Context: an optimization exercise on an open-source flow, tuned for small area, a short achievable clock period and few clock cycles. The choices shown serve that exercise and are no tape-out recipe.
In this exercise RTL edits were held to simulation tests only and were not proved equivalent to the original.
No driver is modelled on the clock port, so clock power and skew are understated where the tree is cut down; a real chip needs a root buffer or a tree.
Power is estimated from default activity; no workload was simulated.

run A:
==> flow/design.v (excerpt) <==
module fpa_adder (
	input  logic           i_clk,
	input  logic           i_arst_n,
	input  logic           i_valid,
	input  logic [31:0]    i_a,
	input  logic [31:0]    i_b,
	output logic           o_valid,
	output logic [31:0]    o_result
);
Settings: LEC_CHECK=0, ABC_AREA=1, CAP_MARGIN=20, CORE_MARGIN=2, CORE_UTILIZATION=60, CTS_CLUSTER_DIAMETER=100, CTS_CLUSTER_SIZE=30, PLACE_DENSITY=0.8, SLEW_MARGIN=60; clock period 17.0 ns.
standard.sh (not shown) runs the stock make flow with config.mk's settings and CLKGATE_MAP_FILE= SYNTH_SCRIPT=/design/flow/synth_recipe.tcl, a recipe that flattens the netlist after the stock synthesis.
==> flow/flow/run.sh <==
#!/bin/bash
# The standard layout, with plain buffers (not delay cells) on the ports.
# make's output goes to make.log; each ORFS step also logs under orfs/logs/.
set -euo pipefail
bash standard.sh 'BUFFER_PORTS_ARGS=-buffer_cell sky130_fd_sc_hd__buf_2' finish > make.log 2>&1
Testbench counts of run A, summed over its fixed seeds: cycles 12,032.
Here is what was changed in the inputs of run B compared with run A.
- PLACE_DENSITY removed (was 0.8)
- CORE_UTILIZATION changed from 60 to 40
## What came out
- Summary of run B over run A: total routed wire length on the met1 layer rose 12%; multi-input combinational cell area about even; end-of-flow core utilization fell 21 points; total power of the final layout rose about 3.6%; via count fell about 2.2%.
- Worst hold slack for run B: 0.0060 ns down relative to run A
- Run B ends up with a worst-case register-to-register setup slack that is 0.03 ns higher than in run A.
For run C, these inputs were changed with respect to run B:
- changing CORE_UTILIZATION from 40 to 60
[summary]
Run B → run C: final wirelength went down, fmax went up, reported sequential group power did not really move.
From run B to run C the numbers moved as follows: required time of the critical path held steady, logic gate share of total power went up, horizontal extent of the die down about 18%.
Compared with run B, run C shows total CTS buffers lower by 3.
The following lists how run D was set up differently from run C:
- SLEW_MARGIN: 60 -> 40
[summary]
Run D: flow completed, timing, DRC and antenna clean. Going from run C to run D, the combinational power was found to have gone down by about 0.7%. Via count: run D lower than run C. Hold slack essentially unchanged between run C and run D. For half-perimeter wire length after placement, run D and run C come out practically identical. Between run D and run C, the worst-case clock buffer depth figures differ only marginally. Taking run C as the reference point, the utilization of run D falls by 0.21 points. The share of power burned in the clock network on run D is in line with that on run C. Run D — least setup slack across all paths after layout 0.0055 ns lower, run C as reference.
Input-level comparison between run E and run D:
- SLEW_MARGIN changed from 40 to 60
==> flow/flow/run.sh <==
#!/bin/bash
# The standard layout, with plain buffers (not delay cells) on the ports
# and timing repair aimed 12.7 ns below the clock period.
# make's output goes to make.log; each ORFS step also logs under orfs/logs/.
set -euo pipefail
bash standard.sh 'BUFFER_PORTS_ARGS=-buffer_cell sky130_fd_sc_hd__buf_2' SETUP_SLACK_MARGIN=12.7 finish > make.log 2>&1
--- outcome ---
Summary of run E over run D: die area did not really move; clock transition at the registers of the reported paths neither gained nor lost much; first-pass GRT wire length -260 um. Any difference in final hold slack between run E and run D is small enough to ignore. Compared with run D, run E shows core occupancy in the finished layout higher by 0.93 points. Taking run D as the reference, in run E relative slew slack moved up, count of plain and timing-repair buffers in the layout went up by 5.8%, share of total power in sequential cells has decreased, sequential share of layout area down 0.42 points, setup slack went down.

Setup of T:
fpa_adder, a different RTL version from the one above (not shown whole).
For scale: about 1800 cells after synthesis, about 250 flip-flops, about 100 I/O pins, ~13000 um^2 of cells after synthesis.
Design fpa_adder, start of the top module:
module fpa_adder (
	input  logic           i_clk,
	input  logic           i_arst_n,
	input  logic           i_valid,
	input  logic [31:0]    i_a,
	input  logic [31:0]    i_b,
	output logic           o_valid,
	output logic [31:0]    o_result
);
clock: 17.0 ns
lec_check: 0
abc_area: 1
cap_margin: 20
core_margin: 2
core_utilization: 65
slew_margin: 20
run.sh (not shown) runs the stock make flow with config.mk's settings and CLKGATE_MAP_FILE= SYNTH_SCRIPT=/design/flow/synth_recipe.tcl, a recipe that flattens the netlist after the stock synthesis.
Stock flow here: none of the scripts above is used.
T completed end to end with timing, DRC and antenna clean.
Testbench counts of T, summed over its fixed seeds: cycles 12,032.
The inputs of S differ from those of T as listed below.
-- flow/config.mk --
<<< T, line 10
export CORE_MARGIN = 2
export CORE_UTILIZATION = 65
export SLEW_MARGIN = 20
>>> S, line 10
export CORE_MARGIN = 2
export CORE_UTILIZATION = 40
export SLEW_MARGIN = 20
==> results.txt <==
Setup slack of the most critical reg-to-reg path delta for S relative to T: 0.14 ns higher
Changes observed in S relative to T: final period demand of the worst path moved down, total power moved down, count of inserted tapcells moved up.
Growth of design area from synthesis to finish: T and S compared, higher one is S
On S: net switching power is about 4% lower than what T gave.
S vs. T: count of clock-buffer cells in the layout fell 18%; fraction of the cycle the final worst path needs saw a decrease.
Comparing T and S, worst setup slack is lower on T.
T has a higher worst hold margin than S.

Setup of P:
fpa_adder, a different RTL version from the one above (not shown whole).
Size in the first run: about 1800 cells after synthesis, about 240 flip-flops, ~100 I/O pins.
Design fpa_adder, start of the top module:
module fpa_adder (
	input  logic           i_clk,
	input  logic           i_arst_n,
	input  logic           i_valid,
	input  logic [31:0]    i_a,
	input  logic [31:0]    i_b,
	output logic           o_valid,
	output logic [31:0]    o_result
);
	logic [31:0]     op_a;
	logic [31:0]     op_b;
	logic [2:0]      e_cmp;
	logic [2:0]      op_e_cmp;     
	fpa_pkg::st_a_t  st_a_d;
	fpa_pkg::st_a_t  st_a_q;
	fpa_pkg::st_b_t  st_b_d;
	fpa_pkg::st_b_t  st_b_q;
	fpa_pkg::st_c_t  st_c_d;
	fpa_pkg::st_c_t  st_c_q;
	logic [31:0]     res_d;
	logic [fpa_pkg::LAT-1:0] vld;
	assign e_cmp = {i_a[30:27] > i_b[30:27], i_a[30:27] == i_b[30:27], i_a[26:23] >= i_b[26:23]};
	fpa_classify  u_classify  (.i_a(op_a), .i_b(op_b), .i_e_cmp(op_e_cmp), .o_st(st_a_d));
	fpa_align_add u_align_add (.i_st(st_a_q), .o_st(st_b_d));
	fpa_normalize u_normalize (.i_st(st_b_q), .o_st(st_c_d));
	fpa_special   u_special   (.i_st(st_c_q), .o_result(res_d));
	generate
		if (fpa_pkg::CUT_IN) begin : g_cut_in
			always_ff @(posedge i_clk) begin
				op_a     <= i_a;
				op_b     <= i_b;
				op_e_cmp <= e_cmp;
			end
		end else begin : g_pass_in
			assign op_a     = i_a;
			assign op_b     = i_b;
			assign op_e_cmp = e_cmp;
		end
		if (fpa_pkg::CUT_A) begin : g_cut_a
			always_ff @(posedge i_clk) st_a_q <= st_a_d;
		end else begin : g_pass_a
			assign st_a_q = st_a_d;
		end
		if (fpa_pkg::CUT_B) begin : g_cut_b
			always_ff @(posedge i_clk) st_b_q <= st_b_d;
		end else begin : g_pass_b
			assign st_b_q = st_b_d;
		end
		if (fpa_pkg::CUT_C) begin : g_cut_c
			always_ff @(posedge i_clk) st_c_q <= st_c_d;
		end else begin : g_pass_c
			assign st_c_q = st_c_d;
		end
		if (fpa_pkg::CUT_OUT) begin : g_cut_out
			always_ff @(posedge i_clk) o_result <= res_d;
		end else begin : g_pass_out
			assign o_result = res_d;
		end
	endgenerate
	always_ff @(posedge i_clk or negedge i_arst_n) begin
		if (!i_arst_n)
			vld <= '0;
		else
			vld <= fpa_pkg::LAT'({vld, i_valid});
	end
	assign o_valid = vld[fpa_pkg::LAT-1];
endmodule
==> flow/config.mk <==
export PLATFORM = sky130hd
export DESIGN_NAME = fpa_adder
export DESIGN_NICKNAME = fpa_adder
export VERILOG_FILES = /design/flow/design.v
export SDC_FILE = /design/flow/constraint.sdc
export NUM_CORES = 4
export LEC_CHECK = 0
export ABC_AREA = 1
export CAP_MARGIN = 20
export CORE_MARGIN = 2
export CORE_UTILIZATION = 60
export CTS_CLUSTER_DIAMETER = 100
export CTS_CLUSTER_SIZE = 30
export SLEW_MARGIN = 40
==> flow/constraint.sdc <==
create_clock -name core_clock -period 17.0 [get_ports {i_clk}]
set_input_delay 3.4000 -clock core_clock [delete_from_list [all_inputs] [get_ports {i_clk}]]
set_output_delay 3.4000 -clock core_clock [all_outputs]
set_load 0.01 [all_outputs]
standard.sh (not shown) runs the stock make flow with config.mk's settings and CLKGATE_MAP_FILE= SYNTH_SCRIPT=/design/flow/synth_recipe.tcl, a recipe that flattens the netlist after the stock synthesis.
==> flow/flow/run.sh <==
#!/bin/bash
# The standard layout with three changes:
#  - synthesis maps adders with the rest of the logic (no separate half and
#    full adder cell extraction); registers come out as in the standard synthesis
#  - plain buffers (not delay cells) on the ports
#  - a clock tree one buffer level shallower (flow/post_cts.tcl)
# make's output goes to make.log; each ORFS step also logs under orfs/logs/.
set -euo pipefail
bash standard.sh ADDER_MAP_FILE= 'BUFFER_PORTS_ARGS=-buffer_cell sky130_fd_sc_hd__buf_2' "POST_CTS_TCL=$PWD/flow/post_cts.tcl" finish > make.log 2>&1
==> flow/flow/post_cts.tcl <==
# Clock tree with one buffer level less: the leaf buffers hang straight off
# the root buffer. The middle buffers go, their loads move to the root's net,
# and the balancing dummy loads, which drive nothing, go as well.
set block [ord::get_db_block]
set mids {}
set dummies {}
foreach inst [$block getInsts] {
  set name [$inst getName]
  if {[string match "clkbuf_1_*" $name]} { lappend mids $inst }
  if {[string match "clkload*" $name]} { lappend dummies $inst }
}
foreach inst $dummies {
  puts "post_cts: removing dummy load [$inst getName]"
  odb::dbInst_destroy $inst
}
foreach inst $mids {
  set in_net [[$inst findITerm A] getNet]
  set out_net [[$inst findITerm X] getNet]
  puts "post_cts: removing [$inst getName], loads of [$out_net getName] move to [$in_net getName]"
  set loads {}
  foreach it [$out_net getITerms] {
    if {[$it getInst] ne $inst} { lappend loads $it }
  }
  odb::dbInst_destroy $inst
  foreach it $loads {
    $it disconnect
    $it connect $in_net
  }
  odb::dbNet_destroy $out_net
}
Testbench counts of P, summed over its fixed seeds: cycles 12,032.
> inputs changed (P -> Q)
Settings: a change of SLEW_MARGIN from 40 to 60.
--- a/flow/flow/run.sh
+++ b/flow/flow/run.sh
@@ -5 +5,2 @@
-#  - plain buffers (not delay cells) on the ports
+#  - plain buffers (not delay cells) on the ports: buf_1 on the inputs,
+#    buf_2 on the outputs (flow/post_gpl.tcl)
@@ -9 +10 @@
-bash standard.sh ADDER_MAP_FILE= 'BUFFER_PORTS_ARGS=-buffer_cell sky130_fd_sc_hd__buf_2' "POST_CTS_TCL=$PWD/flow/post_cts.tcl" finish > make.log 2>&1
+bash standard.sh ADDER_MAP_FILE= 'BUFFER_PORTS_ARGS=-inputs -buffer_cell sky130_fd_sc_hd__buf_1' "POST_GLOBAL_PLACE_TCL=$PWD/flow/post_gpl.tcl" "POST_CTS_TCL=$PWD/flow/post_cts.tcl" finish > make.log 2>&1
==> flow/flow/post_gpl.tcl (new file) <==
# The inputs got buf_1 buffers in global placement; the outputs, which drive
# the pins' load, get buf_2 buffers here, left for detailed placement to legalize.
buffer_ports -outputs -buffer_cell sky130_fd_sc_hd__buf_2
[summary]
Net total in the final layout: Q vs P up 6. met2 wire length ended up 280 µm higher on Q than on P. Clock-cell share of area: Q vs P, no meaningful difference. Q ended with more largest vdd supply drop than P. From Q to P, synthesized netlist cell count did not move at all. The part of the cycle the worst path needs of Q falls short of that of P by 0.42 points. Diff P -> Q | power | up slightly. P → Q: leakage power total now sits lower; post-layout worst setup margin now sits higher.

Setup of run 2:
Starting RTL as in the previous note.
export LEC_CHECK = 0
export ABC_AREA = 1
export CAP_MARGIN = 20
export CORE_MARGIN = 2
export CORE_UTILIZATION = 60
export CTS_CLUSTER_DIAMETER = 100
export CTS_CLUSTER_SIZE = 25
export SLEW_MARGIN = 60
create_clock -name core_clock -period 17.0 [get_ports {i_clk}]
==> flow/flow/run.sh <==
#!/bin/bash
# The standard layout with three changes:
#  - synthesis maps adders with the rest of the logic (no separate half and
#    full adder cell extraction); registers come out as in the standard synthesis
#  - plain buffers (not delay cells) on the ports
#  - a clock tree one buffer level shallower (flow/post_cts.tcl)
# make's output goes to make.log; each ORFS step also logs under orfs/logs/.
set -euo pipefail
bash standard.sh ADDER_MAP_FILE= 'BUFFER_PORTS_ARGS=-buffer_cell sky130_fd_sc_hd__buf_2' "POST_CTS_TCL=$PWD/flow/post_cts.tcl" finish > make.log 2>&1
Scripts as last shown in full above: flow/flow/post_cts.tcl
Testbench counts of run 2, summed over its fixed seeds: cycles 12,032.
Input changes introduced in run 3 (baseline for comparison: run 2):
- changing CORE_UTILIZATION from 60 to 70
- changing CTS_CLUSTER_SIZE from 25 to 30
Met3 wirelength from detailed routing, run 3 and run 2: larger value in run 3. Area of all placed cells without fillers, run 3 and run 2: higher on run 2. Going from run 2 to run 3, number of cells after detailed placement shrinks by about 2.2%. On run 3: clock skew is 0.043 ns higher than what run 2 gave. Looking at worst hold slack across both flows, run 3 is the stronger of the two, with run 2 trailing.

RTL: one of the versions met above, not the one the previous note started from.
Size in the first run: about 1,900 cells after synthesis, about 100 I/O pins.
export LEC_CHECK = 0
export ABC_AREA = 1
export CAP_MARGIN = 50
export CORE_MARGIN = 2
export CORE_UTILIZATION = 40
export CTS_CLUSTER_DIAMETER = 100
export CTS_CLUSTER_SIZE = 30
export SLEW_MARGIN = 80
create_clock -name core_clock -period 17.0 [get_ports {i_clk}]
==> flow/flow/run.sh <==
#!/bin/bash
# The standard layout, with plain buffers (not delay cells) on the ports.
# make's output goes to make.log; each ORFS step also logs under orfs/logs/.
set -euo pipefail
bash standard.sh 'BUFFER_PORTS_ARGS=-buffer_cell sky130_fd_sc_hd__buf_2' finish > make.log 2>&1
Testbench counts at the start, summed over its fixed seeds: cycles 12,032.
Then changed:
- CAP_MARGIN: 50 -> 20
- CORE_UTILIZATION: 40 -> 70
- SLEW_MARGIN: 80 -> 60
The new run completed with no timing, DRC or antenna violations.
Final cell count fell by roughly a tenth.
Die area decreases by well over a third.
Register-to-register slack gets worse by 100 ps.
Area after synthesis does not change.
Power shrinks by a few percent.
Final area went down by a few percent.
Utilization came out higher by 29 points.
Sequential power barely changes.
Routed wire length is lower by a few percent.
Clock-buffer cell count falls by 2.
Non-clock buffer count falls by 42.

[afterwards: timing with drivers on the ports]
The flow's constraints put no driver on any port. The routed layouts listed below were extracted and timed again, unchanged, in two steps.
Step 1 (the two cells are an assumption about what drives the block):
set clk [get_ports {i_clk}]
set_driving_cell -lib_cell sky130_fd_sc_hd__clkbuf_16 $clk
set_driving_cell -lib_cell sky130_fd_sc_hd__buf_2 [delete_from_list [all_inputs] $clk]
Step 2 times the ports against the registers' clock, not the clock port: input delays grow and output delays shrink by t, the midpoint of the rising clock arrivals with the driver on.
Three values: ideal, step 1, step 2; two values: the first two.
run	shift t [ns]	slack for setup (ns)	cell pins on the clock port's net
run A	0.536	12.603 / 12.554 / 12.150	1
run B	0.540	12.597 / 12.545 / 12.160	1
run C	0.530	12.624 / 12.576 / 12.203	1
run D	0.532	12.619 / 12.568 / 12.197	1
run E	0.530	12.605 / 12.562 / 12.300	1
T	0.577	12.098 / 12.098 / 12.098	1
S	0.587	12.208 / 12.157 / 12.241	1
P	0.447	12.603 / 12.603 / 12.494	1
Q	0.450	12.675 / 12.626 / 12.451	1
run 2	0.459	12.695 / 12.646 / 12.462	1
run 3	0.432	12.681 / 12.633 / 12.499	1
the first run of note 5	0.560	12.599 / 12.547 / 12.158	1
the second run of note 5	0.533	12.609 / 12.560 / 12.140	1
After both steps every run listed still meets setup and hold. For the second run of note 5, which loses most, drivers alone change the setup slack by -0.049 ns; drivers and shift together by -0.469 ns.
